This is an optimization exercise on Yosys and OpenROAD, whose aim is small area, not a production implementation. Where RTL was checked, it was by simulation tests only, not by an equivalence proof against the original. No functional check of the RTL was part of run 1. Power figures rest on the tool's default switching activity, not on a simulated workload.

==> design/flow/config.mk <==
export PLATFORM = sky130hd
export DESIGN_NAME = sid_synth_top
export DESIGN_NICKNAME = sid_synth_top
export VERILOG_FILES = /design/flow/design.v
export SDC_FILE = /design/flow/constraint.sdc
export NUM_CORES = 4
export LEC_CHECK = 0
export CAP_MARGIN = 20
export CORE_MARGIN = 2
export CORE_UTILIZATION = 40
export SLEW_MARGIN = 20
==> design/flow/constraint.sdc <==
create_clock -name core_clock -period 8.0 [get_ports {clk}]
set_input_delay 1.6000 -clock core_clock [delete_from_list [all_inputs] [get_ports {clk}]]
set_output_delay 1.6000 -clock core_clock [all_outputs]
set_load 0.01 [all_outputs]
==> design/flow/design.v <==
`default_nettype none
package synth_pkg;
    localparam int FREQ_W = 16;
    localparam int ACC_W  = 24;
    localparam int REG_W  = 8;
    localparam logic [2:0] REG_FREQ_LO = 3'd0;
    localparam logic [2:0] REG_FREQ_HI = 3'd1;
    localparam logic [2:0] REG_PW      = 3'd2;
    localparam logic [2:0] REG_AD      = 3'd4;
    localparam logic [2:0] REG_SR      = 3'd5;
    localparam logic [2:0] REG_WAVE    = 3'd6;
    localparam int W_GATE  = 0;
    localparam int W_TRI   = 1;
    localparam int W_SAW   = 2;
    localparam int W_PULSE = 3;
    localparam logic [2:0] IDLE    = 3'd0;
    localparam logic [2:0] ATTACK  = 3'd1;
    localparam logic [2:0] DECAY   = 3'd2;
    localparam logic [2:0] SUSTAIN = 3'd3;
    localparam logic [2:0] RELEASE = 3'd4;
endpackage
`default_nettype wire
`timescale 1ns/1ps
`default_nettype none
module spi_voice_regs #(
    parameter int NUM_VOICES = 4
) (
    input  wire logic                  clk,
    input  wire logic                  rst_n,
    input  wire logic                  spi_clk,
    input  wire logic                  spi_cs_n,
    input  wire logic                  spi_mosi,
    output logic [NUM_VOICES-1:0][15:0] freq,
    output logic [NUM_VOICES-1:0][7:0]  pw,
    output logic [NUM_VOICES-1:0][7:0]  attack,
    output logic [NUM_VOICES-1:0][7:0]  sustain,
    output logic [NUM_VOICES-1:0][3:0]  wave,
    output logic [NUM_VOICES-1:0][15:0] freq_nx,
    output logic [NUM_VOICES-1:0][7:0]  pw_nx,
    output logic [NUM_VOICES-1:0][7:0]  attack_nx,
    output logic [NUM_VOICES-1:0][7:0]  sustain_nx,
    output logic [NUM_VOICES-1:0][3:0]  wave_nx
);
    logic sclk_s1, sclk_s2, sclk_s3;
    logic cs_n_s1, cs_n_s2;
    logic mosi_s1, mosi_s2;
    always_ff @(posedge clk or negedge rst_n) begin
        if (!rst_n) begin
            sclk_s1 <= 1'b0;
            cs_n_s1 <= 1'b1;
            cs_n_s2 <= 1'b1;
        end else begin
            sclk_s1 <= spi_clk;
            cs_n_s1 <= spi_cs_n;
            cs_n_s2 <= cs_n_s1;
        end
    end
    always_ff @(posedge clk) begin
        sclk_s2 <= sclk_s1;
        sclk_s3 <= sclk_s2;
        mosi_s1 <= spi_mosi;
        mosi_s2 <= mosi_s1;
    end
    logic cs_active;
    logic bit_edge;
    assign cs_active = !cs_n_s2;
    assign bit_edge  = cs_active && sclk_s2 && !sclk_s3;
    logic [3:0]  bit_cnt;
    logic [11:0] rx;
    logic        frame_done;
    always_ff @(posedge clk) begin
        if (!cs_active) begin
            bit_cnt <= '0;
        end else if (bit_edge) begin
            bit_cnt <= bit_cnt + 4'd1;
        end
        if (bit_edge && !(bit_cnt[3:2] == 2'b01 && bit_cnt[1:0] != 2'b00)) begin
            rx <= {rx[10:0], mosi_s2};
        end
    end
    assign frame_done = bit_edge && (bit_cnt == 4'd15);
    logic [2:0] addr;
    logic [1:0] vidx;
    logic [7:0] data;
    assign addr = rx[11:9];
    assign vidx = rx[8:7];
    assign data = {rx[6:0], mosi_s2};
    always_comb begin
        freq_nx    = freq;
        pw_nx      = pw;
        attack_nx  = attack;
        sustain_nx = sustain;
        wave_nx    = wave;
        if (frame_done) begin
            for (int v = 0; v < NUM_VOICES; v++) begin
                if (vidx == 2'(v)) begin
                    case (addr)
                        synth_pkg::REG_FREQ_LO: freq_nx[v][7:0]  = data;
                        synth_pkg::REG_FREQ_HI: freq_nx[v][15:8] = data;
                        synth_pkg::REG_PW:      pw_nx[v]         = data;
                        synth_pkg::REG_AD:      attack_nx[v]     = data;
                        synth_pkg::REG_SR:      sustain_nx[v]    = data;
                        synth_pkg::REG_WAVE:    wave_nx[v]       = {data[6], data[5], data[4], data[0]};
                        default: ;
                    endcase
                end
            end
        end
    end
    always_ff @(posedge clk or negedge rst_n) begin
        if (!rst_n) begin
            freq    <= '0;
            pw      <= '0;
            attack  <= '0;
            sustain <= '0;
            wave    <= '0;
        end else begin
            freq    <= freq_nx;
            pw      <= pw_nx;
            attack  <= attack_nx;
            sustain <= sustain_nx;
            wave    <= wave_nx;
        end
    end
endmodule
`default_nettype wire
`timescale 1ns/1ps
`default_nettype none
module sid_voice (
    input  wire logic        clk,
    input  wire logic        rst_n,
    input  wire logic        step_a,
    input  wire logic        step_b,
    input  wire logic [15:0] freq_a,
    input  wire logic [15:0] freq_b,
    input  wire logic [7:0]  pw_a,
    input  wire logic [7:0]  pw_b,
    input  wire logic [7:0]  attack_a,
    input  wire logic [7:0]  attack_b,
    input  wire logic [7:0]  sustain_a,
    input  wire logic [7:0]  sustain_b,
    input  wire logic [3:0]  wave_a,
    input  wire logic [3:0]  wave_b,
    output logic      [7:0]  lvl_s,
    output logic      [7:0]  lvl_c,
    output logic             lvl_c8
);
    logic [23:0] phase_a, phase_b;
    logic [2:0]  st_a, st_b;
    logic [7:0]  env_a, env_b;
    logic [15:0] f;
    logic [23:0] phase_nxt;
    assign f = (freq_a & {16{step_a}}) | (freq_b & {16{step_b}});
    always_comb begin
        logic c;
        logic fi;
        c = 1'b0;
        for (int i = 0; i < 24; i++) begin
            fi = (i < 16) ? f[i % 16] : 1'b0;
            phase_nxt[i] = phase_a[i] ^ fi ^ c;
            c = (phase_a[i] & fi) | (c & (phase_a[i] ^ fi));
        end
    end
    logic       step;
    logic [7:0] attack;
    logic [7:0] sustain;
    logic       gate;
    logic [2:0] st_nxt;
    logic [7:0] env_nxt;
    assign step    = step_a | step_b;
    assign attack  = step_a ? attack_a : attack_b;
    assign sustain = step_a ? sustain_a : sustain_b;
    assign gate    = step_a ? wave_a[synth_pkg::W_GATE] : wave_b[synth_pkg::W_GATE];
    sid_env u_env (
        .step    (step),
        .attack  (attack),
        .sustain (sustain),
        .gate    (gate),
        .st      (st_a),
        .env     (env_a),
        .st_nxt  (st_nxt),
        .env_nxt (env_nxt)
    );
    always_ff @(posedge clk or negedge rst_n) begin
        if (!rst_n) begin
            phase_a <= '0;
            phase_b <= '0;
            st_a    <= synth_pkg::IDLE;
            st_b    <= synth_pkg::IDLE;
            env_a   <= '0;
            env_b   <= '0;
        end else begin
            phase_a <= phase_b;
            phase_b <= phase_nxt;
            st_a    <= st_b;
            st_b    <= st_nxt;
            env_a   <= env_b;
            env_b   <= env_nxt;
        end
    end
    logic [7:0] pw;
    logic [3:0] wave;
    logic [7:0] p;
    logic       lt;
    logic       on;
    logic [7:0] tri_val;
    logic [7:0] w;
    assign pw   = step_b ? pw_a : pw_b;
    assign wave = step_b ? wave_a : wave_b;
    assign p    = phase_b[23:16];
    always_comb begin
        logic l;
        l = 1'b0;
        for (int i = 0; i < 8; i++) begin
            l = (~p[i] & pw[i]) | (~p[i] & l) | (pw[i] & l);
        end
        lt = l;
    end
    assign on      = (wave[synth_pkg::W_SAW] | wave[synth_pkg::W_TRI] | wave[synth_pkg::W_PULSE]) &
                     (!wave[synth_pkg::W_PULSE] | lt);
    assign tri_val = {p[6:0], 1'b0} ^ {8{p[7]}};
    assign w       = (wave[synth_pkg::W_SAW] ? p : 8'hFF) & (wave[synth_pkg::W_TRI] ? tri_val : 8'hFF) &
                     {8{on}};
    logic [7:0] hi_s;
    logic [7:0] hi_c;
    logic       c8;
    sid_mul_cs u_mul (
        .w    (w),
        .e    (env_b),
        .hi_s (hi_s),
        .hi_c (hi_c),
        .c8   (c8)
    );
    always_ff @(posedge clk) begin
        lvl_s  <= hi_s;
        lvl_c  <= hi_c;
        lvl_c8 <= c8;
    end
endmodule
module sid_env (
    input  wire logic       step,
    input  wire logic [7:0] attack,
    input  wire logic [7:0] sustain,
    input  wire logic       gate,
    input  wire logic [2:0] st,
    input  wire logic [7:0] env,
    output logic      [2:0] st_nxt,
    output logic      [7:0] env_nxt
);
    logic [2:0] gs;
    logic       atk;
    logic       dec;
    logic       rel;
    logic [3:0] nib;
    logic [7:0] op;
    logic [8:0] sum;
    logic [3:0] tn;
    logic [7:0] tcmp;
    logic [7:0] xcmp;
    logic       le;
    logic       hit;
    always_comb begin
        gs = st;
        if (gate && (st == synth_pkg::IDLE || st == synth_pkg::RELEASE)) begin
            gs = synth_pkg::ATTACK;
        end else if (!gate && (st == synth_pkg::ATTACK || st == synth_pkg::DECAY ||
                               st == synth_pkg::SUSTAIN)) begin
            gs = synth_pkg::RELEASE;
        end
    end
    assign atk = step && (gs == synth_pkg::ATTACK);
    assign dec = step && (gs == synth_pkg::DECAY);
    assign rel = step && (gs == synth_pkg::RELEASE);
    assign nib = atk ? attack[3:0] : (dec ? ~attack[7:4] : (rel ? ~sustain[7:4] : 4'd0));
    assign op  = {{4{dec | rel}}, nib};
    always_comb begin
        logic c;
        c = atk;
        for (int i = 0; i < 8; i++) begin
            sum[i] = env[i] ^ op[i] ^ c;
            c = (env[i] & op[i]) | (c & (env[i] ^ op[i]));
        end
        sum[8] = c;
    end
    assign tn   = sustain[3:0] & {4{dec}};
    assign tcmp = {tn, tn};
    assign xcmp = sum[7:0] ^ {8{atk}};
    always_comb begin
        logic g;
        g = 1'b1;
        for (int i = 0; i < 8; i++) begin
            g = (~xcmp[i] & tcmp[i]) | (~xcmp[i] & g) | (tcmp[i] & g);
        end
        le = g;
    end
    assign hit = (atk & (sum[8] | le)) | ((dec | rel) & (!sum[8] | le));
    assign env_nxt = hit ? (tcmp | {8{atk}}) : sum[7:0];
    always_comb begin
        st_nxt = st;
        if (step) begin
            st_nxt = gs;
            if (hit) begin
                if (atk)      st_nxt = synth_pkg::DECAY;
                else if (dec) st_nxt = synth_pkg::SUSTAIN;
                else          st_nxt = synth_pkg::IDLE;
            end
        end
    end
endmodule
`default_nettype wire
`timescale 1ns/1ps
`default_nettype none
module voice_mixer (
    input  wire logic            clk,
    input  wire logic            rst_n,
    input  wire logic [1:0][7:0] lvl_s,
    input  wire logic [1:0][7:0] lvl_c,
    input  wire logic [1:0]      lvl_c8,
    output logic                 step_a,
    output logic                 step_b,
    output logic      [9:0]      sample,
    output logic                 sample_valid
);
    logic [7:0] div_cnt;
    logic       armed;
    always_ff @(posedge clk or negedge rst_n) begin
        if (!rst_n) begin
            div_cnt <= '0;
            armed   <= 1'b0;
        end else begin
            div_cnt <= div_cnt + 8'd1;
            if (div_cnt == 8'hFF) begin
                armed <= 1'b1;
            end
        end
    end
    logic sum_en;
    assign step_a       = (div_cnt == 8'hFF);
    assign step_b       = (div_cnt == 8'd0);
    assign sum_en       = (div_cnt == 8'd2);
    assign sample_valid = armed && (div_cnt == 8'd3);
    logic [8:0] sum_q;
    logic [9:0] total;
    sid_sum_cs u_sum (
        .q     (sum_q & {9{sum_en}}),
        .s0    (lvl_s[0]),
        .k0    (lvl_c[0]),
        .c0    (lvl_c8[0]),
        .s1    (lvl_s[1]),
        .k1    (lvl_c[1]),
        .c1    (lvl_c8[1]),
        .total (total)
    );
    always_ff @(posedge clk) begin
        sum_q <= total[8:0];
    end
    always_ff @(posedge clk or negedge rst_n) begin
        if (!rst_n) begin
            sample <= '0;
        end else if (sum_en) begin
            sample <= total;
        end
    end
endmodule
module sid_mul_cs (
    input  wire logic [7:0] w,
    input  wire logic [7:0] e,
    output logic      [7:0] hi_s,
    output logic      [7:0] hi_c,
    output logic            c8
);
    logic [7:0][7:0] pp;
    for (genvar i = 0; i < 8; i++) begin : g_pp
        assign pp[i] = w & {8{e[i]}};
    end
    logic t1, t2, t3, t4, t5, t6, t7, t8, t9, t10, t11, t12, t13, t14, t15, t16, t17, t18, t19, t20, t21, t22, t23, t24, t25, t26, t27, t28, t29, t30, t31, t32, t33, t34, t35, t36, t37, t38, t39, t40, t41, t42, t43, t44, t45, t46, t47, t48, t49, t50, t51, t52, t53, t54, t55, t56, t57, t58, t59, t60, t61, t62, t63, t64, t65, t66, t67, t68, t69, t70, t71, t72, t73, t74, t75, t76, t77, t78, t79, t80, t81, t82, t83, t84, t85, t86, t87, t88, t89, t90, t91;
    assign t1 = pp[0][6] ^ pp[1][5];
    assign t2 = pp[0][6] & pp[1][5];
    assign t3 = pp[0][7] ^ pp[1][6] ^ pp[2][5];
    assign t4 = (pp[0][7] & pp[1][6]) | (pp[0][7] & pp[2][5]) | (pp[1][6] & pp[2][5]);
    assign t5 = pp[3][4] ^ pp[4][3];
    assign t6 = pp[3][4] & pp[4][3];
    assign t7 = pp[1][7] ^ pp[2][6] ^ pp[3][5];
    assign t8 = (pp[1][7] & pp[2][6]) | (pp[1][7] & pp[3][5]) | (pp[2][6] & pp[3][5]);
    assign t9 = pp[4][4] ^ pp[5][3];
    assign t10 = pp[4][4] & pp[5][3];
    assign t11 = pp[2][7] ^ pp[3][6] ^ pp[4][5];
    assign t12 = (pp[2][7] & pp[3][6]) | (pp[2][7] & pp[4][5]) | (pp[3][6] & pp[4][5]);
    assign t13 = pp[0][4] ^ pp[1][3];
    assign t14 = pp[0][4] & pp[1][3];
    assign t15 = pp[0][5] ^ pp[1][4] ^ pp[2][3];
    assign t16 = (pp[0][5] & pp[1][4]) | (pp[0][5] & pp[2][3]) | (pp[1][4] & pp[2][3]);
    assign t17 = pp[3][2] ^ pp[4][1];
    assign t18 = pp[3][2] & pp[4][1];
    assign t19 = t1 ^ pp[2][4] ^ pp[3][3];
    assign t20 = (t1 & pp[2][4]) | (t1 & pp[3][3]) | (pp[2][4] & pp[3][3]);
    assign t21 = pp[4][2] ^ pp[5][1] ^ pp[6][0];
    assign t22 = (pp[4][2] & pp[5][1]) | (pp[4][2] & pp[6][0]) | (pp[5][1] & pp[6][0]);
    assign t23 = t2 ^ t3 ^ t5;
    assign t24 = (t2 & t3) | (t2 & t5) | (t3 & t5);
    assign t25 = pp[5][2] ^ pp[6][1] ^ pp[7][0];
    assign t26 = (pp[5][2] & pp[6][1]) | (pp[5][2] & pp[7][0]) | (pp[6][1] & pp[7][0]);
    assign t27 = t4 ^ t6 ^ t7;
    assign t28 = (t4 & t6) | (t4 & t7) | (t6 & t7);
    assign t29 = t9 ^ pp[6][2] ^ pp[7][1];
    assign t30 = (t9 & pp[6][2]) | (t9 & pp[7][1]) | (pp[6][2] & pp[7][1]);
    assign t31 = t8 ^ t10 ^ t11;
    assign t32 = (t8 & t10) | (t8 & t11) | (t10 & t11);
    assign t33 = pp[5][4] ^ pp[6][3] ^ pp[7][2];
    assign t34 = (pp[5][4] & pp[6][3]) | (pp[5][4] & pp[7][2]) | (pp[6][3] & pp[7][2]);
    assign t35 = t12 ^ pp[3][7] ^ pp[4][6];
    assign t36 = (t12 & pp[3][7]) | (t12 & pp[4][6]) | (pp[3][7] & pp[4][6]);
    assign t37 = pp[5][5] ^ pp[6][4] ^ pp[7][3];
    assign t38 = (pp[5][5] & pp[6][4]) | (pp[5][5] & pp[7][3]) | (pp[6][4] & pp[7][3]);
    assign t39 = pp[4][7] ^ pp[5][6] ^ pp[6][5];
    assign t40 = (pp[4][7] & pp[5][6]) | (pp[4][7] & pp[6][5]) | (pp[5][6] & pp[6][5]);
    assign t41 = pp[0][3] ^ pp[1][2];
    assign t42 = pp[0][3] & pp[1][2];
    assign t43 = t13 ^ pp[2][2] ^ pp[3][1];
    assign t44 = (t13 & pp[2][2]) | (t13 & pp[3][1]) | (pp[2][2] & pp[3][1]);
    assign t45 = t14 ^ t15 ^ t17;
    assign t46 = (t14 & t15) | (t14 & t17) | (t15 & t17);
    assign t47 = t16 ^ t18 ^ t19;
    assign t48 = (t16 & t18) | (t16 & t19) | (t18 & t19);
    assign t49 = t20 ^ t22 ^ t23;
    assign t50 = (t20 & t22) | (t20 & t23) | (t22 & t23);
    assign t51 = t24 ^ t26 ^ t27;
    assign t52 = (t24 & t26) | (t24 & t27) | (t26 & t27);
    assign t53 = t28 ^ t30 ^ t31;
    assign t54 = (t28 & t30) | (t28 & t31) | (t30 & t31);
    assign t55 = t32 ^ t34 ^ t35;
    assign t56 = (t32 & t34) | (t32 & t35) | (t34 & t35);
    assign t57 = t36 ^ t38 ^ t39;
    assign t58 = (t36 & t38) | (t36 & t39) | (t38 & t39);
    assign t59 = t40 ^ pp[5][7] ^ pp[6][6];
    assign t60 = (t40 & pp[5][7]) | (t40 & pp[6][6]) | (pp[5][7] & pp[6][6]);
    assign t61 = pp[0][2] ^ pp[1][1];
    assign t62 = pp[0][2] & pp[1][1];
    assign t63 = t41 ^ pp[2][1] ^ pp[3][0];
    assign t64 = (t41 & pp[2][1]) | (t41 & pp[3][0]) | (pp[2][1] & pp[3][0]);
    assign t65 = t42 ^ t43 ^ pp[4][0];
    assign t66 = (t42 & t43) | (t42 & pp[4][0]) | (t43 & pp[4][0]);
    assign t67 = t44 ^ t45 ^ pp[5][0];
    assign t68 = (t44 & t45) | (t44 & pp[5][0]) | (t45 & pp[5][0]);
    assign t69 = t46 ^ t47 ^ t21;
    assign t70 = (t46 & t47) | (t46 & t21) | (t47 & t21);
    assign t71 = t48 ^ t49 ^ t25;
    assign t72 = (t48 & t49) | (t48 & t25) | (t49 & t25);
    assign t73 = t50 ^ t51 ^ t29;
    assign t74 = (t50 & t51) | (t50 & t29) | (t51 & t29);
    assign t75 = t52 ^ t53 ^ t33;
    assign t76 = (t52 & t53) | (t52 & t33) | (t53 & t33);
    assign t77 = t54 ^ t55 ^ t37;
    assign t78 = (t54 & t55) | (t54 & t37) | (t55 & t37);
    assign t79 = t56 ^ t57 ^ pp[7][4];
    assign t80 = (t56 & t57) | (t56 & pp[7][4]) | (t57 & pp[7][4]);
    assign t81 = t58 ^ t59 ^ pp[7][5];
    assign t82 = (t58 & t59) | (t58 & pp[7][5]) | (t59 & pp[7][5]);
    assign t83 = t60 ^ pp[6][7] ^ pp[7][6];
    assign t84 = (t60 & pp[6][7]) | (t60 & pp[7][6]) | (pp[6][7] & pp[7][6]);
    assign t85 = pp[0][1] & pp[1][0];
    assign t86 = (t61 & pp[2][0]) | (t61 & t85) | (pp[2][0] & t85);
    assign t87 = (t62 & t63) | (t62 & t86) | (t63 & t86);
    assign t88 = (t64 & t65) | (t64 & t87) | (t65 & t87);
    assign t89 = (t66 & t67) | (t66 & t88) | (t67 & t88);
    assign t90 = (t68 & t69) | (t68 & t89) | (t69 & t89);
    assign t91 = (t70 & t71) | (t70 & t90) | (t71 & t90);
    assign hi_s = {1'b0, t84, t82, t80, t78, t76, t74, t72};
    assign hi_c = {1'b0, pp[7][7], t83, t81, t79, t77, t75, t73};
    assign c8 = t91;
endmodule
module sid_sum_cs (
    input  wire logic [8:0] q,
    input  wire logic [7:0] s0,
    input  wire logic [7:0] k0,
    input  wire logic       c0,
    input  wire logic [7:0] s1,
    input  wire logic [7:0] k1,
    input  wire logic       c1,
    output logic      [9:0] total
);
    logic t1, t2, t3, t4, t5, t6, t7, t8, t9, t10, t11, t12, t13, t14, t15, t16, t17, t18, t19, t20, t21, t22, t23, t24, t25, t26, t27, t28, t29, t30, t31, t32, t33, t34, t35, t36, t37, t38, t39, t40, t41, t42, t43, t44, t45, t46, t47, t48, t49, t50, t51, t52, t53, t54, t55, t56, t57, t58, t59, t60, t61, t62, t63, t64, t65, t66, t67, t68, t69, t70, t71, t72, t73, t74, t75, t76, t77, t78, t79, t80, t81, t82, t83, t84, t85, t86, t87, t88;
    assign t1 = q[0] ^ s0[0];
    assign t2 = q[0] & s0[0];
    assign t3 = t1 ^ k0[0] ^ s1[0];
    assign t4 = (t1 & k0[0]) | (t1 & s1[0]) | (k0[0] & s1[0]);
    assign t5 = t2 ^ q[1] ^ s0[1];
    assign t6 = (t2 & q[1]) | (t2 & s0[1]) | (q[1] & s0[1]);
    assign t7 = k0[1] ^ s1[1];
    assign t8 = k0[1] & s1[1];
    assign t9 = q[2] ^ s0[2] ^ k0[2];
    assign t10 = (q[2] & s0[2]) | (q[2] & k0[2]) | (s0[2] & k0[2]);
    assign t11 = s1[2] ^ k1[2];
    assign t12 = s1[2] & k1[2];
    assign t13 = q[3] ^ s0[3] ^ k0[3];
    assign t14 = (q[3] & s0[3]) | (q[3] & k0[3]) | (s0[3] & k0[3]);
    assign t15 = s1[3] ^ k1[3];
    assign t16 = s1[3] & k1[3];
    assign t17 = q[4] ^ s0[4] ^ k0[4];
    assign t18 = (q[4] & s0[4]) | (q[4] & k0[4]) | (s0[4] & k0[4]);
    assign t19 = s1[4] ^ k1[4];
    assign t20 = s1[4] & k1[4];
    assign t21 = q[5] ^ s0[5] ^ k0[5];
    assign t22 = (q[5] & s0[5]) | (q[5] & k0[5]) | (s0[5] & k0[5]);
    assign t23 = s1[5] ^ k1[5];
    assign t24 = s1[5] & k1[5];
    assign t25 = q[6] ^ s0[6] ^ k0[6];
    assign t26 = (q[6] & s0[6]) | (q[6] & k0[6]) | (s0[6] & k0[6]);
    assign t27 = s1[6] ^ k1[6];
    assign t28 = s1[6] & k1[6];
    assign t29 = q[7] ^ s0[7] ^ k0[7];
    assign t30 = (q[7] & s0[7]) | (q[7] & k0[7]) | (s0[7] & k0[7]);
    assign t31 = s1[7] ^ k1[7];
    assign t32 = s1[7] & k1[7];
    assign t33 = t3 ^ k1[0];
    assign t34 = t3 & k1[0];
    assign t35 = t4 ^ t5 ^ t7;
    assign t36 = (t4 & t5) | (t4 & t7) | (t5 & t7);
    assign t37 = t6 ^ t8 ^ t9;
    assign t38 = (t6 & t8) | (t6 & t9) | (t8 & t9);
    assign t39 = t10 ^ t12 ^ t13;
    assign t40 = (t10 & t12) | (t10 & t13) | (t12 & t13);
    assign t41 = t14 ^ t16 ^ t17;
    assign t42 = (t14 & t16) | (t14 & t17) | (t16 & t17);
    assign t43 = t18 ^ t20 ^ t21;
    assign t44 = (t18 & t20) | (t18 & t21) | (t20 & t21);
    assign t45 = t22 ^ t24 ^ t25;
    assign t46 = (t22 & t24) | (t22 & t25) | (t24 & t25);
    assign t47 = t26 ^ t28 ^ t29;
    assign t48 = (t26 & t28) | (t26 & t29) | (t28 & t29);
    assign t49 = t30 ^ t32;
    assign t50 = t30 & t32;
    assign t51 = t33 ^ c0;
    assign t52 = t33 & c0;
    assign t53 = t34 ^ t35 ^ k1[1];
    assign t54 = (t34 & t35) | (t34 & k1[1]) | (t35 & k1[1]);
    assign t55 = t36 ^ t37 ^ t11;
    assign t56 = (t36 & t37) | (t36 & t11) | (t37 & t11);
    assign t57 = t38 ^ t39 ^ t15;
    assign t58 = (t38 & t39) | (t38 & t15) | (t39 & t15);
    assign t59 = t40 ^ t41 ^ t19;
    assign t60 = (t40 & t41) | (t40 & t19) | (t41 & t19);
    assign t61 = t42 ^ t43 ^ t23;
    assign t62 = (t42 & t43) | (t42 & t23) | (t43 & t23);
    assign t63 = t44 ^ t45 ^ t27;
    assign t64 = (t44 & t45) | (t44 & t27) | (t45 & t27);
    assign t65 = t46 ^ t47 ^ t31;
    assign t66 = (t46 & t47) | (t46 & t31) | (t47 & t31);
    assign t67 = t48 ^ t49 ^ q[8];
    assign t68 = (t48 & t49) | (t48 & q[8]) | (t49 & q[8]);
    assign t69 = t51 ^ c1;
    assign t70 = t51 & c1;
    assign t71 = t52 ^ t53 ^ t70;
    assign t72 = (t52 & t53) | (t52 & t70) | (t53 & t70);
    assign t73 = t54 ^ t55 ^ t72;
    assign t74 = (t54 & t55) | (t54 & t72) | (t55 & t72);
    assign t75 = t56 ^ t57 ^ t74;
    assign t76 = (t56 & t57) | (t56 & t74) | (t57 & t74);
    assign t77 = t58 ^ t59 ^ t76;
    assign t78 = (t58 & t59) | (t58 & t76) | (t59 & t76);
    assign t79 = t60 ^ t61 ^ t78;
    assign t80 = (t60 & t61) | (t60 & t78) | (t61 & t78);
    assign t81 = t62 ^ t63 ^ t80;
    assign t82 = (t62 & t63) | (t62 & t80) | (t63 & t80);
    assign t83 = t64 ^ t65 ^ t82;
    assign t84 = (t64 & t65) | (t64 & t82) | (t65 & t82);
    assign t85 = t66 ^ t67 ^ t84;
    assign t86 = (t66 & t67) | (t66 & t84) | (t67 & t84);
    assign t87 = t68 ^ t50 ^ t86;
    assign t88 = (t68 & t50) | (t68 & t86) | (t50 & t86);
    assign total = {t87, t85, t83, t81, t79, t77, t75, t73, t71, t69};
endmodule
`default_nettype wire
`timescale 1ns/1ps
`default_nettype none
module sid_synth_top (
    input  wire logic       clk,
    input  wire logic       rst_n,
    input  wire logic       spi_clk,
    input  wire logic       spi_cs_n,
    input  wire logic       spi_mosi,
    output logic      [9:0] sample,
    output logic            sample_valid
);
    logic [3:0][15:0] freq,    freq_nx;
    logic [3:0][7:0]  pw,      pw_nx;
    logic [3:0][7:0]  attack,  attack_nx;
    logic [3:0][7:0]  sustain, sustain_nx;
    logic [3:0][3:0]  wave,    wave_nx;
    logic [1:0][7:0]  lvl_s;
    logic [1:0][7:0]  lvl_c;
    logic [1:0]       lvl_c8;
    logic             step_a;
    logic             step_b;
    spi_voice_regs #(
        .NUM_VOICES (4)
    ) u_regs (
        .clk        (clk),
        .rst_n      (rst_n),
        .spi_clk    (spi_clk),
        .spi_cs_n   (spi_cs_n),
        .spi_mosi   (spi_mosi),
        .freq       (freq),
        .pw         (pw),
        .attack     (attack),
        .sustain    (sustain),
        .wave       (wave),
        .freq_nx    (freq_nx),
        .pw_nx      (pw_nx),
        .attack_nx  (attack_nx),
        .sustain_nx (sustain_nx),
        .wave_nx    (wave_nx)
    );
    for (genvar k = 0; k < 2; k++) begin : g_pair
        sid_voice u_pair (
            .clk       (clk),
            .rst_n     (rst_n),
            .step_a    (step_a),
            .step_b    (step_b),
            .freq_a    (freq_nx[2*k]),
            .freq_b    (freq[2*k+1]),
            .pw_a      (pw_nx[2*k]),
            .pw_b      (pw[2*k+1]),
            .attack_a  (attack_nx[2*k]),
            .attack_b  (attack[2*k+1]),
            .sustain_a (sustain_nx[2*k]),
            .sustain_b (sustain[2*k+1]),
            .wave_a    (wave_nx[2*k]),
            .wave_b    (wave[2*k+1]),
            .lvl_s     (lvl_s[k]),
            .lvl_c     (lvl_c[k]),
            .lvl_c8    (lvl_c8[k])
        );
    end
    voice_mixer u_mixer (
        .clk          (clk),
        .rst_n        (rst_n),
        .lvl_s        (lvl_s),
        .lvl_c        (lvl_c),
        .lvl_c8       (lvl_c8),
        .step_a       (step_a),
        .step_b       (step_b),
        .sample       (sample),
        .sample_valid (sample_valid)
    );
endmodule
`default_nettype wire
==> design/flow/run.sh <==
#!/bin/bash
# synth_recipe.tcl (not shown) runs the flow's synth.tcl, then flattens the netlist and writes it again
# the make line also repeats each setting of config.mk as NAME=value (left out here)
make -C /OpenROAD-flow-scripts/flow DESIGN_CONFIG=/design/flow/config.mk WORK_HOME=/design/flow/orfs CLKGATE_MAP_FILE= SYNTH_SCRIPT=/design/flow/synth_recipe.tcl finish
==> summary.txt, run 1 <==
STA
  – Fmax: 122 MHz
  – Final clock skew: 0.00938 ns
  – Post-route setup slack: -0.175 ns
  – RSZ-0062 raised after global routing: true
  – Setup violators final: 5
  – Max-slew headroom: between 30% and 40%
  – Slew Viols, Final: 0
  – Setup TNS Final: -0.435 ns
  – Fin crit share: 102%
  – Final hold violations: 0
  – Post-route minimum period: approximately 8.2 ns
  – Worst-Margin Slew: slightly above 1 ns

Cells and area
  – Fill count: 4690
  – Fin nets: just over 2000
  – Layout cell share with drive strength beyond 1: between 20 and 25%
  – Syn-to-layout area delta: 15.5%
  – Post-route cell area: between 20000 and 25000 µm²
  – Multi-input gate area: approximately 10000 µm²
  – Fin cells: roughly 2600
  – Ant diodes: 0
  – Register area: about 9800 µm²

Setup path
  – Reg-to-Reg End: g_pair[0].u_pair.phase_b[23]
  – Slowest stage delay, CP: ~0.56 ns
  – Required @ worst endpoint: approximately 8.5 ns
  – Critical Path Sink Type: flip-flop
  – CP Data Arrival Time: between 8 and 9 ns
  – CP Max Fanout: 3
  – Crit path kind: flip-flop to flip-flop
  – FF-to-FF Start: u_regs.rx[8]
  – Critical-path top delay cell: or4b_4
  – CP Launch Type: flip-flop
  – Most frequent CP cell: fa_2
  – R2R depth: 31
  – Flop2flop setup slack: -0.18 ns

Detailed routing
  – Pre-antenna DRT Iters: 4
  – Via density: 5.16
  – WL per Instance: ~18 µm
  – Initial DRC count: 764
  – DRC viols: 0
  – Routed Antenna Nets: 0
  – Via count: 13177
  – Drt total wl: between 40 and 50 mm

Die
  – Die height: about 230 µm
  – Site row count: 83
  – Initial core utilization: 40.6%
  – Chip Width: 233 µm
  – Core region area: 51500 µm²
  – Die area: 54100 µm²
  – Io pins: 16

Clocking
  – Cts bufs inserted: 45
  – Clk sinks: between 300 and 400
  – H-tree depth: 2
  – Worst-skew pair later-pin latency: approximately 0.57 ns
  – Reg clk slew, reported paths: approximately 0.060 ns
  – Max Root-Sink Buffers: 3
  – Clock root buffer: clkbuf_16
  – TritonCTS clock tree: built

Min path
  – HP Start: u_regs.mosi_s1
  – Worst hold path class: flip-flop to flip-flop
  – Hold Path End: u_regs.mosi_s2
  – Worst Hold Depth: 0

Synth
  – Mapped Cells: approximately 1800
  – Most frequently used flop master after synthesis: dfrtp_1
  – Post-synth EDFFs: 12
  – Yosys cell types: 98
  – Synth top area cells: dfrtp_1 (40%), fa_1 (14%), mux2_2 (8.6%)
  – Count leader, synth: dfrtp_1
  – Share of the synthesized area in the top cell type: about 40%
  – Top cells by count, synth: dfrtp_1 (336), inv_1 (216), mux2_2 (160)
  – Synthesized area per cell: between 10 and 15 µm²
  – Net Count, Synth: 1962
  – Syn. warnings: 4
  – Cell Area, Synth: approximately 21000 µm²
  – Ys async rst share: a little under nine tenths
  – Synth area leader: dfrtp_1
  – Synth Register Bits: approximately 400
  – Sequential area share after synthesis: a little under half

Place
  – DP Area: approximately 22000 µm²
  – Final GP Congestion: approximately 0.84
  – Port-buffer cells: 15
  – HPWL Detailed: roughly 32 mm
  – Placed Cells: 2465
  – Pre-CTS setup slack: -0.203 ns

Power
  – Peak VDD IR: between 0.15 and 0.2 mV
  – Leak: between 0.01 and 0.015 µW
  – Power per Cell Area: 175 nW/µm²

GRT
  – Pin count of the biggest net entering global routing: around 160
  – Initial antenna violation count: 0
  – GRT overflow: 0
  – GRT Overall Usage: 17.7%
  – Vias in the first global route: 14245
  – First-pass GRT wire length: around 76 mm

Outcome
  – Outcome: finished with violations
  – Violated Checks: negative setup slack

Flow run
  – Max Cap Violations: 0
-- state kept, by name, indices dropped and copies added, names as in the netlist, 2 cells and up --
register               flops
u_regs.sustain            32
g_pair.u_pair.env_b       16
g_pair.u_pair.lvl_c       14
g_pair.u_pair.lvl_s       14
u_mixer.sample            10
g_pair.u_pair.phase_a     48
u_mixer.sum_q              9
g_pair.u_pair.lvl_c8       2
u_regs.pw                 32
u_regs.bit_cnt             4
u_regs.freq               64
g_pair.u_pair.env_a       16
u_regs.wave               16
g_pair.u_pair.st_b         6
u_regs.attack             32
u_mixer.div_cnt            8
u_regs.rx                 12
g_pair.u_pair.st_a         6
g_pair.u_pair.phase_b     48
-- critical path: cells and delay by family (launching register included) --
family,cells,cell delay (ns)
AND/OR/NAND/NOR,3,0.79
adder cells (fa/ha/maj),23,6.31
buffers and inverters,2,0.13
multiplexers,1,0.20
XOR/XNOR,1,0.13
flip-flops,1,0.40
AO/OA/AOI/OAI,1,0.12
-- worst max path at each step --
stage	start	endpoint	slack [ns]	depth (start not counted)
after floorplan	u_regs.rx[7]	g_pair[0].u_pair.phase_b[23]	-0.10	32
after global placement	u_regs.rx[7]	g_pair[0].u_pair.phase_b[23]	-0.11	31
after detailed placement	u_regs.rx[7]	g_pair[0].u_pair.phase_b[23]	-0.20	31
after CTS	u_regs.rx[7]	g_pair[0].u_pair.phase_b[23]	-0.19	31
after global routing	u_regs.rx[7]	g_pair[0].u_pair.phase_b[23]	-0.42	31
final	u_regs.rx[8]	g_pair[0].u_pair.phase_b[23]	-0.18	31
-- power by group --
part / switching (µW) / internal [µW]
Clock: 836 / 1300
Sequential: 5.85 / 2020
Combinational: 50.4 / 14.3
Total: 892 / 3330
-- metrics by stage --
stage / utilization [%] / total power [µW] / hold WS (ns)
after detailed placement: 43.6 / 2130 / 0.312
after CTS: 46.7 / 4280 / 0.327
after global routing: 46.9 / 4380 / 0.350
after floorplan: - / 2070 / 0.310
final: 46.9 / 4220 / 0.325
after global placement: 43.6 / 2120 / 0.313
-- area by class of cell --
class	instances	share of cell area, %
clock buffer	62	5.52
clock inverter	21	0.927
inverter	219	3.40
multi-input combinational	1086	43.1
sequential	397	40.4
tap	680	3.52
timing repair buffer	89	3.08
-- metal layers --
layer  GRT usage, %  vias to the layer above  share of wire, %  wire, µm
met2           28.7                      197                47     21400
met3           2.75                       64               3.4      1550
met4           4.76                        0               2.3      1030
met5              0                        -                 0         0
met1           24.9                     6810                47     21100
li1               -                     6106                 -         -
-- cell usage in the layout (no fill, tap or decap), drive strengths merged, types with 18 or more instances in the layout --
master and count:
ha 47, nor3 18, dfrtp 336, clkbuf 62, dfxtp 47, inv 222
xor2 19, nor2 82, mux2i 30, and2 76, nand2 137, a22oi 36
nand3 18, o21ai 29, mux2 162, fa 144, a21oi 40, buf 75
-- cell families after synthesis --
family	count (synthesis)	synth area share [%]
adders and majority gates	198	17.0
and+or+nand+nor	414	10.6
DFF	397	46.7
xor gates and xnor gates	32	1.34
AOI/OAI and AO/OA	249	8.96
muxes	192	10.2
buffers and inverters	284	5.23
-- repair_timing --
| item | 4_1_cts | 5_1_grt |
|---|---|---|
| endpoints found under the setup margin | 5 | 28 |
| buffers inserted | 4 | 0 |
| hold buffers | 0 | 0 |
| gates cloned | 0 | 1 |
| gates resized for setup | 3 | 13 |
| pin swaps | 0 | 7 |
| hold endpoints to repair | 0 | 0 |
==> run 2: changes to the inputs <==
--- a/design/flow/design.v
+++ b/design/flow/design.v
@@ -151,15 +151,22 @@
     logic [15:0] f;
     logic [23:0] phase_nxt;
+    logic        c16;
+    logic [7:0]  hi_inc;
     assign f = (freq_a & {16{step_a}}) | (freq_b & {16{step_b}});
     always_comb begin
         logic c;
-        logic fi;
         c = 1'b0;
-        for (int i = 0; i < 24; i++) begin
-            fi = (i < 16) ? f[i % 16] : 1'b0;
-            phase_nxt[i] = phase_a[i] ^ fi ^ c;
-            c = (phase_a[i] & fi) | (c & (phase_a[i] ^ fi));
+        for (int i = 0; i < 16; i++) begin
+            phase_nxt[i] = phase_a[i] ^ f[i] ^ c;
+            c = (phase_a[i] & f[i]) | (c & (phase_a[i] ^ f[i]));
+        end
+        c16 = c;
+        c = 1'b1;
+        for (int i = 0; i < 8; i++) begin
+            hi_inc[i] = phase_a[16 + i] ^ c;
+            c = phase_a[16 + i] & c;
         end
     end
+    assign phase_nxt[23:16] = c16 ? hi_inc : phase_a[23:16];
     logic       step;
     logic [7:0] attack;
==> summary.txt, run 2 <==
Outcome
  – Outcome: complete, no violations

Power
  – Sw frac: 21.6% (+0.50 points)
  – Sequential power share: 49.2% (+1.3 points)
  – P_int: 3220 µW (-3.3%)
  – Peak VDD IR: 0.122 mV (-39%)
  – Leak: 0.0113 µW (-1.4%)
  – Power per Cell Area: 174 nW/µm² (-0.40%)
  – Clock power frac: 49.3% (-1.2 points)
  – NetSw: 890 µW (-0.33%)
  – Combinational power share: 1.4% (about the same)

Setup path
  – Critical Path Sink Type: flip-flop
  – Crit path kind: flip-flop to flip-flop
  – R2R depth: 23 (-26%)
  – Most frequent CP cell: fa_2
  – Cell chain of the critical path: or2_4 > or3_4 > nor2_4 > mux2_2 > a22o_1 > ha_1 > fa_1 > inv_1 > fa_1 > fa_2 > fa_2 > fa_2 > fa_2 > fa_2 > fa_2 > fa_2 > fa_2 > fa_2 > fa_2 > fa_2 > fa_2 > fa_2 > mux2_2
  – CP Data Arrival Time: 8.18 ns (-0.48 ns)
  – Slowest stage delay, CP: 0.45 ns (-0.11 ns)
  – CP Max Fanout: 8 (+5)
  – Required @ worst endpoint: 8.45 ns (-0.04 ns)
  – Critical-path top delay cell: fa_2
  – Worst path depth: 23 (-26%)
  – Critical path buffer and inverter count: 1 (-1)
  – CP Launch Type: flip-flop
  – Cell family with most CP delay: adder cells

Synth
  – Yosys cell types: 90 (-8.2%)
  – Synth area leader: dfrtp_1
  – Syn. warnings: 5 (+1)
  – Synthesized area per cell: 11.9 µm² (+0.33%)
  – Synth Register Bits: 397 (unchanged)
  – Share of the synthesized area in the top cell type: 40.4% (+0.19 points)
  – Post-synth EDFFs: 12 (unchanged)
  – Sequential area share after synthesis: 46.9% (+0.22 points)
  – Top cells by count, synth: dfrtp_1 (336), inv_1 (201), mux2_2 (175)
  – Synth top area cells: dfrtp_1 (40%), fa_1 (14%), mux2_2 (9.5%)
  – Mapped Cells: 1752 (-0.79%)
  – Cell Area, Synth: 20800 µm² (-0.47%)
  – Ys async rst share: 85.1% (unchanged)
  – Most frequently used flop master after synthesis: dfrtp_1
  – Count leader, synth: dfrtp_1
  – Net Count, Synth: 1946 (-0.82%)

Detailed routing
  – DRC viols: 0 (unchanged)
  – WL per Instance: 17.5 µm (-1.1%)
  – Initial DRC count: 958 (+25%)
  – Via density: 5.14 (-0.30%)
  – Routed Antenna Nets: 0 (unchanged)
  – Drt total wl: 44.1 mm (-2.3%)
  – Via count: 12973 (-1.5%)
  – Pre-antenna DRT Iters: 5 (+1)

Cells and area
  – Fin nets: 2001 (-1.6%)
  – Layout cell share with drive strength beyond 1: 20.8% (-2.3 points)
  – Most frequent cells in the layout: dfrtp_1 (336), inv_1 (201), mux2_2 (175)
  – Ant diodes: 0 (unchanged)
  – Util after Layout: 45.9% (-0.96 points)
  – Syn-to-layout area delta: 13.5%
  – Fin cells: 2522 (-1.3%)
  – Largest Register: u_regs.freq
  – Post-route cell area: 23600 µm² (-2.2%)
  – Number of flip-flops under the largest register name: 64 (unchanged)
  – Top Registers: u_regs.freq: 64 flops, g_pair.u_pair.phase_a: 48 flops, g_pair.u_pair.phase_b: 48 flops
  – Commonest non-fill, non-tap cell in the layout: dfrtp_1
  – Fill count: 4646 (-0.94%)

Place
  – Port-buffer cells: 15 (unchanged)
  – DP Area: 22000 µm² (-1.8%)
  – Placed Cells: 2437 (-1.1%)
  – Final GP Congestion: 0.873 (+4.1%)
  – HPWL Detailed: 31.2 mm (-1.7%)

STA
  – RSZ-0062 raised after global routing: false
  – Worst-Margin Slew: 1.07 ns (+0.0535 ns)
  – Slew Viols, Final: 0 (unchanged)
  – Post-route minimum period: 7.73 ns (-0.445 ns)
  – Fmax: 129 MHz (+5.8%)
  – Max-slew headroom: 28.3% (-3.8 points)
  – Final Hold Slack: 0.344 ns (+0.0186 ns)
  – Setup TNS Final: 0 ns (+0.435 ns)
  – Final clock skew: 0.0213 ns (+0.0119 ns)
  – Final hold violations: 0 (unchanged)
  – Setup violators final: 0 (-5)
  – Fin crit share: 96.6% (-5.6 points)

Clocking
  – Worst-skew pair later-pin latency: 0.58 ns (about the same)
  – Clk sinks: 397 (unchanged)
  – Cts bufs inserted: 45 (unchanged)
  – H-tree depth: 2 (unchanged)
  – Max Root-Sink Buffers: 3 (unchanged)
  – Clock root buffer: clkbuf_16
  – TritonCTS clock tree: built
  – Reg clk slew, reported paths: 0.06 ns (about the same)

GRT
  – Initial antenna violation count: 0 (unchanged)
  – Vias in the first global route: 13915 (-2.3%)
  – GRT Overall Usage: 17.3% (-0.46 points)
  – GRT overflow: 0 (unchanged)
  – Pin count of the biggest net entering global routing: 191 (+22%)
  – First-pass GRT wire length: 74.2 mm (-2.9%)

Min path
  – Worst hold path class: flip-flop to flip-flop
  – Worst Hold Depth: 0 (unchanged)

Die
  – Initial core utilization: 40.5% (-0.11 points)
  – Site row count: 83 (unchanged)
  – Die height: 232 µm (-0.23%)
  – Io pins: 16 (unchanged)
  – Chip Width: 232 µm (-0.23%)
  – Die area: 53800 µm² (-0.46%)
  – Core region area: 51400 µm² (-0.20%)

Flow run
  – Max Cap Violations: 0 (unchanged)
## run 2: changes by cell type in the layout (fill, tap and decap cells not counted), moves of 12 or more
cell / previous run / this run
buf_4: 72 / 56
ha_4: 14 / 0
nand4_1: 13 / 1
and2_1: 75 / 98
o22ai_1: 10 / 25
nand2_1: 135 / 158
a21oi_1: 34 / 19
ha_1: 30 / 44
mux2_2: 159 / 175
## run 2: worst reg2reg max path: stages, from the launching register on
cell and delay (ns):
edfxtp_1 0.40, or2_4 0.27, or3_4 0.42, nor2_4 0.10, mux2_2 0.17, a22o_1 0.13
ha_1 0.17, fa_1 0.17, inv_1 0.05, fa_1 0.43, fa_2 0.39, fa_2 0.37
fa_2 0.37, fa_2 0.38, fa_2 0.39, fa_2 0.38, fa_2 0.39, fa_2 0.39
fa_2 0.38, fa_2 0.37, fa_2 0.37, fa_2 0.37, fa_2 0.45, mux2_2 0.31
## run 2: layout make-up
| type | instances | area, µm² | area share (%) |
|---|---|---|---|
| inverter | 202 | 758 | 3.21 |
| sequential | 397 | 9760 | 41.4 |
| tap | 680 | 851 | 3.60 |
| clock buffer | 61 | 1280 | 5.41 |
| clock inverter | 21 | 205 | 0.869 |
| multi-input combinational | 1087 | 10100 | 42.9 |
| timing repair buffer | 74 | 634 | 2.69 |
## run 2: repair_timing
action | in CTS | in global routing
setup endpoints to repair | 7 | 26
gates resized for setup | 1 | 10
buffers inserted | 0 | 2
pin swaps | 0 | 2
hold buffers | 0 | 0
## run 2: power groups by stage
stage	logic [µW]	clock network [µW]	registers (µW)
floorplan	11.3	0	2060
global placement	58.7	0	2060
detailed placement	60.5	0	2060
CTS	60.7	2100	2020
global route	68.5	2180	2020
finish	59.0	2030	2020
## run 2: cell families after synthesis
group,Yosys count,synth area share (%)
AND/OR/NAND/NOR,428,10.5
flip-flops,397,46.9
buffers and inverters,268,5.02
AO/OA/AOI/OAI,220,7.98
multiplexers,212,11.4
adder cells (fa/ha/maj),198,17.0
XOR/XNOR,29,1.22
## run 2: through the flow
stage	setup WS, ns	total power, µW
3_3_place_gp	0.0426	2120
3_5_place_dp	-0.0383	2120
2_1_floorplan	0.0220	2070
6_report	0.270	4110
5_1_grt	0.0107	4270
4_1_cts	0.0343	4180
## run 2: worst paths after layout
check                                             from                            to  slack (ns)
min in group asynchronous                        rst_n                u_regs.sclk_s1        1.00
setup reg to reg                          u_regs.rx[8]  g_pair[0].u_pair.phase_b[22]        0.27
hold / removal             g_pair[0].u_pair.phase_b[0]   g_pair[0].u_pair.phase_a[0]        0.34
max in group asynchronous                        rst_n             u_mixer.sample[3]        5.49
setup / recovery                          u_regs.rx[8]  g_pair[0].u_pair.phase_b[22]        0.27
hold reg to reg            g_pair[0].u_pair.phase_b[0]   g_pair[0].u_pair.phase_a[0]        0.34
## run 2: routing by layer
metal	wire (µm)	global-route usage, %	up-vias	part of all wire [%]
li1	-	-	5987	-
met1	20500	23.8	6690	47
met2	21000	28.3	226	48
met3	1460	2.21	70	3.3
met4	1080	5.59	0	2.4
met5	0	0	-	0
==> run 3: changes to the inputs <==
--- a/design/flow/config.mk
+++ b/design/flow/config.mk
@@ -9,3 +9,6 @@
 export CORE_MARGIN = 2
 export CORE_UTILIZATION = 40
+export CTS_BUF_LIST = sky130_fd_sc_hd__clkbuf_8
+export CTS_CLUSTER_DIAMETER = 60
+export CTS_CLUSTER_SIZE = 16
 export SLEW_MARGIN = 20
==> summary.txt, run 3 <==
Synth
  – Count leader, synth: dfrtp_1
  – Most frequently used flop master after synthesis: dfrtp_1
  – Synthesized area per cell: 11.9 µm² (unchanged)
  – Yosys cell types: 90 (unchanged)
  – Share of the synthesized area in the top cell type: 40.4% (unchanged)
  – Top cells by count, synth: dfrtp_1 (336), inv_1 (201), mux2_2 (175)
  – Post-synth EDFFs: 12 (unchanged)
  – Synth top area cells: dfrtp_1 (40%), fa_1 (14%), mux2_2 (9.5%)
  – Ys async rst share: 85.1% (unchanged)
  – Synth Register Bits: 397 (unchanged)
  – Mapped Cells: 1752 (unchanged)
  – Net Count, Synth: 1946 (unchanged)
  – Synth area leader: dfrtp_1
  – Cell Area, Synth: 20800 µm² (unchanged)
  – Sequential area share after synthesis: 46.9% (unchanged)
  – Syn. warnings: 5 (unchanged)

Die
  – Chip Width: 232 µm (unchanged)
  – Io pins: 16 (unchanged)
  – Site row count: 83 (unchanged)
  – Die height: 232 µm (unchanged)
  – Core region area: 51400 µm² (unchanged)
  – Die area: 53800 µm² (unchanged)
  – Initial core utilization: 40.5% (unchanged)

Cells and area
  – Most frequent cells in the layout: dfrtp_1 (336), inv_1 (210), mux2_2 (175)
  – Fin nets: 1991 (-0.50%)
  – Fin cells: 2504 (-0.71%)
  – Top Registers: u_regs.freq: 64 flops, g_pair.u_pair.phase_a: 48 flops, g_pair.u_pair.phase_b: 48 flops
  – Number of flip-flops under the largest register name: 64 (unchanged)
  – Commonest non-fill, non-tap cell in the layout: dfrtp_1
  – Largest Register: u_regs.freq
  – Layout cell share with drive strength beyond 1: 19.9% (-0.93 points)
  – Syn-to-layout area delta: 9.91%
  – Util after Layout: 44.5% (-1.4 points)
  – Post-route cell area: 22900 µm² (-3.1%)

Setup path
  – CP Data Arrival Time: 8.23 ns (+0.05 ns)
  – CP Max Fanout: 8 (unchanged)
  – Slowest stage delay, CP: 0.44 ns (about the same)
  – Critical Path Sink Type: flip-flop
  – Critical-path top delay cell: fa_2
  – CP Launch Type: flip-flop
  – Required @ worst endpoint: 8.50 ns (+0.05 ns)
  – Most frequent CP cell: fa_2
  – Crit path kind: flip-flop to flip-flop
  – Cell chain of the critical path: or2_4 > or3_4 > nor2_4 > mux2_2 > a22o_1 > ha_1 > fa_1 > inv_1 > fa_1 > fa_2 > fa_2 > fa_2 > fa_2 > fa_2 > fa_2 > fa_2 > fa_2 > fa_2 > fa_2 > fa_2 > fa_2 > fa_2 > mux2_2

Place
  – Placed Cells: 2437 (unchanged)
  – DP Area: 22000 µm² (unchanged)
  – HPWL Detailed: 31.2 mm (unchanged)
  – Pre-CTS setup slack: -0.0383 ns (unchanged)
  – Final GP Congestion: 0.873 (unchanged)
  – Port-buffer cells: 15 (unchanged)

GRT
  – Vias in the first global route: 13741 (-1.3%)
  – GRT Overall Usage: 17.2% (-0.053 points)
  – First-pass GRT wire length: 74.0 mm (-0.35%)
  – Pin count of the biggest net entering global routing: 191 (unchanged)
  – GRT overflow: 0 (unchanged)
  – Initial antenna violation count: 0 (unchanged)

Detailed routing
  – Routed metal-1 wirelength: 20.7 mm (+1.2%)
  – WL per Instance: 17.6 µm (+0.75%)
  – Uppermost layer routed: met4
  – DRC viols: 0 (unchanged)
  – Pre-antenna DRT Iters: 5 (unchanged)
  – Initial DRC count: 974 (+1.7%)
  – Met2 WL post-DR: 21.2 mm (+0.78%)
  – Drt total wl: 44.1 mm (about the same)
  – Via density: 5.15 (about the same)
  – Routed Antenna Nets: 0 (unchanged)
  – Via count: 12885 (-0.68%)
  – Met3 routed WL: 1.35 mm (-7.7%)

Power
  – Combinational power share: 1.8% (+0.4 points)
  – P_int: 2560 µW (-21%)
  – Sequential power share: 60.3% (+11 points)
  – Leak: 0.0110 µW (-2.7%)
  – Sw frac: 23.7% (+2.0 points)
  – Clock power frac: 38.0% (-11 points)
  – NetSw: 793 µW (-11%)
  – Peak VDD IR: 0.101 mV (-17%)
  – Power per Cell Area: 147 nW/µm² (-16%)

Clocking
  – TritonCTS clock tree: built
  – Reg clk slew, reported paths: 0.10 ns (+0.04 ns)
  – H-tree depth: 2 (unchanged)
  – Worst-skew pair later-pin latency: 0.62 ns (+0.04 ns)
  – Clock root buffer: clkbuf_8
  – Clk sinks: 397 (unchanged)
  – CTS Hold Bufs: 0 (unchanged)
  – Max Root-Sink Buffers: 3 (unchanged)
  – Cts bufs inserted: 36 (-20%)

STA
  – Fin crit share: 96.7% (about the same)
  – Post-route setup slack: 0.265 ns (-0.00535 ns)
  – Max-slew headroom: 28.4% (+0.16 points)
  – Setup TNS Final: 0 ns (unchanged)
  – Fmax: 129 MHz (about the same)
  – Setup violators final: 0 (unchanged)
  – Post-route minimum period: 7.73 ns (+0.00535 ns)
  – RSZ-0062 raised after global routing: false
  – Worst-Margin Slew: 1.06 ns (-0.00243 ns)
  – Slew Viols, Final: 0 (unchanged)
  – Final clock skew: 0.0406 ns (+0.0194 ns)
  – Final hold violations: 0 (unchanged)

Outcome
  – Outcome: complete, no violations

Flow run
  – Max Cap Violations: 0 (unchanged)

Min path
  – Worst hold path class: flip-flop to flip-flop
==> run 3: final timing paths <==
kind / cells past startpoint / slack (ns) / startpoint / to
max: 23 / 0.27 / u_regs.rx[8] / g_pair[0].u_pair.phase_b[22]
min: 0 / 0.34 / g_pair[0].u_pair.st_b[2] / g_pair[0].u_pair.st_a[2]
max reg2reg: 23 / 0.27 / u_regs.rx[8] / g_pair[0].u_pair.phase_b[22]
min reg2reg: 0 / 0.34 / g_pair[0].u_pair.st_b[2] / g_pair[0].u_pair.st_a[2]
max in group asynchronous: 3 / 5.53 / rst_n / u_mixer.sample[5]
min in group asynchronous: 1 / 0.96 / rst_n / u_regs.sclk_s1
==> run 3: repair_timing <==
action / in CTS / in global routing
gates resized for setup: 1 / 10
pin swaps: 0 / 3
endpoints found under the setup margin: 7 / 26
endpoints found under the hold margin: 0 / 0
setup buffers: 0 / 1
==> run 3: through the flow <==
step / power (µW) / hold slack (ns)
floorplan: 2070 / 0.310
global placement: 2120 / 0.331
detailed placement: 2120 / 0.335
CTS: 3400 / 0.348
global route: 3490 / 0.355
finish: 3350 / 0.344
==> run 3: area by class of cell <==
type,count,area (µm²)
clock inverter,26,221
clock buffer,38,523
fill,4726,28500
multi-input combinational,1087,10100
sequential,397,9760
tap,680,851
inverter,202,758
antenna,1,2.50
timing repair buffer,73,627
==> run 3: metal layers <==
layer	track usage, %	up-vias
met5	0	-
met4	4.09	0
met3	2.30	53
met2	28.6	192
met1	24.0	6701
li1	-	5939
==> run 3: worst max-delay path: cells and delay by family (launching register included) <==
kind	cells	cell delay [ns]
mux	2	0.48
flops	1	0.41
buf+inv	1	0.05
simple gates	3	0.78
compound gates	1	0.13
fa+ha+maj	16	5.75
==> run 3: logic make-up after synthesis <==
family | Yosys count | synth area share (%)
AND/OR/NAND/NOR | 428 | 10.5
flip-flops | 397 | 46.9
buffers and inverters | 268 | 5.02
AO/OA/AOI/OAI | 220 | 7.98
multiplexers | 212 | 11.4
adder cells (fa/ha/maj) | 198 | 17.0
XOR/XNOR | 29 | 1.22
==> run 3: power groups by stage <==
stage	clock, µW	sequential [µW]	combinational [µW]
after floorplan	0	2060	11.3
after global placement	0	2060	58.7
after detailed placement	0	2060	60.5
after CTS	1320	2020	60.6
after global routing	1400	2020	68.6
final	1270	2020	59.0
==> run 4: changes to the inputs <==
--- a/design/flow/config.mk
+++ b/design/flow/config.mk
@@ -10,5 +10,6 @@
 export CORE_UTILIZATION = 40
 export CTS_BUF_LIST = sky130_fd_sc_hd__clkbuf_8
-export CTS_CLUSTER_DIAMETER = 60
-export CTS_CLUSTER_SIZE = 16
+export CTS_CLUSTER_DIAMETER = 50
+export CTS_CLUSTER_SIZE = 20
+export GPL_TIMING_DRIVEN = 0
 export SLEW_MARGIN = 20
==> summary.txt, run 4 <==
Clocking
  – Clock root buffer: clkbuf_8
  – Cts bufs inserted: 40 (+11%)
  – CTS Hold Bufs: 0 (unchanged)
  – TritonCTS clock tree: built
  – Reg clk slew, reported paths: 0.10 ns (about the same)
  – Max Root-Sink Buffers: 3 (unchanged)
  – Clk sinks: 397 (unchanged)
  – Worst-skew pair later-pin latency: 0.61 ns (about the same)
  – H-tree depth: 2 (unchanged)

Cells and area
  – Largest Register: u_regs.freq
  – Number of flip-flops under the largest register name: 64 (unchanged)
  – Syn-to-layout area delta: 12.7%
  – Layout cell share with drive strength beyond 1: 21.1% (+1.2 points)
  – Fin nets: 2032 (+2.1%)
  – Commonest non-fill, non-tap cell in the layout: dfrtp_1
  – Top Registers: u_regs.freq: 64 flops, g_pair.u_pair.phase_a: 48 flops, g_pair.u_pair.phase_b: 48 flops
  – Post-route cell area: 23400 µm² (+2.5%)
  – Most frequent cells in the layout: dfrtp_1 (336), inv_1 (203), mux2_2 (172)

STA
  – Final hold violations: 0 (unchanged)
  – Max-slew headroom: 32.0% (+3.6 points)
  – Final clock skew: 0.0491 ns (+0.00843 ns)
  – Setup violators final: 0 (unchanged)
  – Post-route setup slack: 0.256 ns (-0.00871 ns)
  – Fin crit share: 96.8% (+0.11 points)
  – Fmax: 129 MHz (-0.11%)
  – RSZ-0062 raised after global routing: false
  – Worst-Margin Slew: 1.02 ns (-0.0443 ns)
  – Final Hold Slack: 0.333 ns (-0.0104 ns)
  – Post-route minimum period: 7.74 ns (+0.00871 ns)
  – Slew Viols, Final: 0 (unchanged)

GRT
  – Initial antenna violation count: 1 (+1)
  – First-pass GRT wire length: 76.1 mm (+2.8%)
  – GRT Overall Usage: 18.0% (+0.74 points)
  – Pin count of the biggest net entering global routing: 89 (-53%)
  – GRT overflow: 0 (unchanged)
  – Vias in the first global route: 14014 (+2.0%)

Synth
  – Share of the synthesized area in the top cell type: 40.4% (unchanged)
  – Synth top area cells: dfrtp_1 (40%), fa_1 (14%), mux2_2 (9.5%)
  – Yosys cell types: 90 (unchanged)
  – Top cells by count, synth: dfrtp_1 (336), inv_1 (201), mux2_2 (175)
  – Synth area leader: dfrtp_1
  – Ys async rst share: 85.1% (unchanged)
  – Net Count, Synth: 1946 (unchanged)
  – Sequential area share after synthesis: 46.9% (unchanged)
  – Most frequently used flop master after synthesis: dfrtp_1
  – Cell Area, Synth: 20800 µm² (unchanged)
  – Synthesized area per cell: 11.9 µm² (unchanged)
  – Synth Register Bits: 397 (unchanged)
  – Mapped Cells: 1752 (unchanged)
  – Count leader, synth: dfrtp_1
  – Post-synth EDFFs: 12 (unchanged)
  – Syn. warnings: 5 (unchanged)

Place
  – Pre-CTS setup slack: -0.950 ns (-0.912 ns)
  – DP Area: 22000 µm² (about the same)
  – HPWL Detailed: 32.8 mm (+5.1%)
  – Final GP Congestion: 0.842 (-3.5%)
  – Port-buffer cells: 15 (unchanged)

Setup path
  – Slowest stage delay, CP: 0.45 ns (about the same)
  – Required @ worst endpoint: 8.50 ns (about the same)
  – Critical path buffer and inverter count: 2 (+1)
  – Crit path kind: flip-flop to flip-flop
  – Critical Path Source: u_regs.rx[8]
  – Worst Setup EP: g_pair[0].u_pair.phase_b[23]
  – CP Max Fanout: 8 (unchanged)
  – Reg-to-Reg End: g_pair[0].u_pair.phase_b[23]
  – Cell family with most CP delay: adder cells
  – CP Launch Type: flip-flop
  – R2R depth: 25 (+8.7%)
  – Critical Path Sink Type: flip-flop
  – CP Data Arrival Time: 8.24 ns (about the same)
  – Most frequent CP cell: fa_2
  – Flop2flop setup slack: 0.26 ns (about the same)
  – Critical-path top delay cell: fa_2
  – Worst path depth: 25 (+8.7%)
  – FF-to-FF Start: u_regs.rx[8]

Power
  – Power per Cell Area: 154 nW/µm² (+5.1%)
  – Leak: 0.0112 µW (+1.7%)
  – Peak VDD IR: 0.0873 mV (-14%)

Detailed routing
  – WL per Instance: 18.3 µm (+3.7%)
  – Routed Antenna Nets: 0 (unchanged)
  – Met2 WL post-DR: 22.1 mm (+4.3%)
  – Via count: 13184 (+2.3%)
  – Routed metal-1 wirelength: 21.6 mm (+3.9%)
  – Uppermost layer routed: met4
  – Pre-antenna DRT Iters: 6 (+1)
  – Met3 routed WL: 1.53 mm (+14%)
  – Initial DRC count: 1025 (+5.2%)
  – DRC viols: 0 (unchanged)
  – Drt total wl: 46.5 mm (+5.5%)
  – Via density: 5.17 (+0.51%)

Die
  – Site row count: 83 (unchanged)
  – Initial core utilization: 40.5% (unchanged)
  – Die height: 232 µm (unchanged)
  – Die area: 53800 µm² (unchanged)
  – Core region area: 51400 µm² (unchanged)
  – Io pins: 16 (unchanged)
  – Chip Width: 232 µm (unchanged)

Min path
  – Worst hold path class: flip-flop to flip-flop

Flow run
  – Max Cap Violations: 0 (unchanged)

Outcome
  – Outcome: complete, no violations
run 4: power breakdown:
part | internal, µW | total, µW | switching (µW)
clock | 715 | 1520 | 810
combinational | 13.5 | 64.5 | 51.0
sequential | 2020 | 2020 | 5.38
total | 2740 | 3610 | 866
run 4: logic make-up after synthesis:
logic type	after synthesis	share of synthesized area, %
xor gates and xnor gates	29	1.22
adders and majority gates	198	17.0
DFF	397	46.9
muxes	212	11.4
AOI/OAI and AO/OA	220	7.98
buffers and inverters	268	5.02
and+or+nand+nor	428	10.5
run 4: worst register-to-register path, delay by kind of cell, from the launching register on:
| kind | cells | cell delay, ns |
|---|---|---|
| adders and majority gates | 16 | 5.52 |
| and+or+nand+nor | 4 | 1.00 |
| DFF | 1 | 0.41 |
| buffers and inverters | 2 | 0.21 |
| muxes | 1 | 0.18 |
| xor gates and xnor gates | 1 | 0.17 |
| AOI/OAI and AO/OA | 1 | 0.16 |
run 4: repair_timing:
item	in CTS	in global routing
gates resized for setup	32	26
pin swaps	11	34
cloned	0	0
buffers inserted	22	9
endpoints found under the setup margin	41	38
run 4: worst min path at each step:
stage	startpoint	to	slack (ns)	cells past startpoint
finish	u_regs.mosi_s1	u_regs.mosi_s2	0.33	0
global route	g_pair[1].u_pair.phase_b[11]	g_pair[1].u_pair.phase_a[11]	0.33	0
CTS	g_pair[1].u_pair.phase_b[11]	g_pair[1].u_pair.phase_a[11]	0.33	0
detailed placement	u_regs.mosi_s1	u_regs.mosi_s2	0.31	0
global placement	u_regs.mosi_s1	u_regs.mosi_s2	0.31	0
floorplan	u_regs.mosi_s1	u_regs.mosi_s2	0.31	0
run 4: per-layer routing:
metal	up-vias	track usage [%]
met5	-	0
met4	0	5.55
met3	78	2.01
met2	228	29.3
met1	6838	25.2
li1	6040	-
run 4: cell type report:
| class | instances | area [µm²] |
|---|---|---|
| multi-input cells | 1087 | 10200 |
| clock inverters | 29 | 379 |
| diodes | 1 | 2.50 |
| flip-flops and latches | 397 | 9760 |
| repair buffers | 51 | 505 |
| inverters | 202 | 758 |
| fillers | 4696 | 28000 |
| plain buffers | 59 | 357 |
| well taps | 680 | 851 |
| clock buffers | 43 | 592 |
run 4: per-stage QoR:
step	total power [µW]	std cells	setup TNS (ns)	utilization (%)
floorplan	2070	1752	0	-
global placement	2120	2447	-3052.78	42.6
detailed placement	2130	2452	-19.00	42.9
CTS	3670	2542	0	45.3
global route	3760	2549	0	45.6
finish	3610	2549	0	45.6

==> separate check: timing with driven ports <==
Ports are ideal in the flow. The routed layouts listed here were re-timed in OpenROAD.
Step 1: set_driving_cell puts a clkbuf_16 on clk and a buf_2 on each other input, an assumption about the parent block.
Step 2 moves the port delays by t, midway between the first and last clock arrival at a register: inputs arrive t later, outputs are due t later. That takes back most of the time a late clock gives input paths.
Three values: ideal, step 1, step 2; two values: the first two.
| run | t (ns) | setup WS [ns] | worst hold slack (ns) | worst setup path at the end | worst register clock-pin slew, ns |
|---|---|---|---|---|---|
| run 1 | 0.615 | -0.175 / -0.175 / -0.175 | 0.325 / 0.325 / 0.325 | register to register | 0.06 / 0.06 |
| run 2 | 0.625 | 0.270 / 0.270 / 0.270 | 0.344 / 0.344 / 0.344 | register to register | 0.07 / 0.07 |
| run 3 | 0.651 | 0.265 / 0.265 / 0.265 | 0.344 / 0.344 / 0.344 | register to register | 0.11 / 0.11 |
| run 4 | 0.631 | 0.256 / 0.256 / 0.256 | 0.333 / 0.333 / 0.333 | register to register | 0.12 / 0.12 |
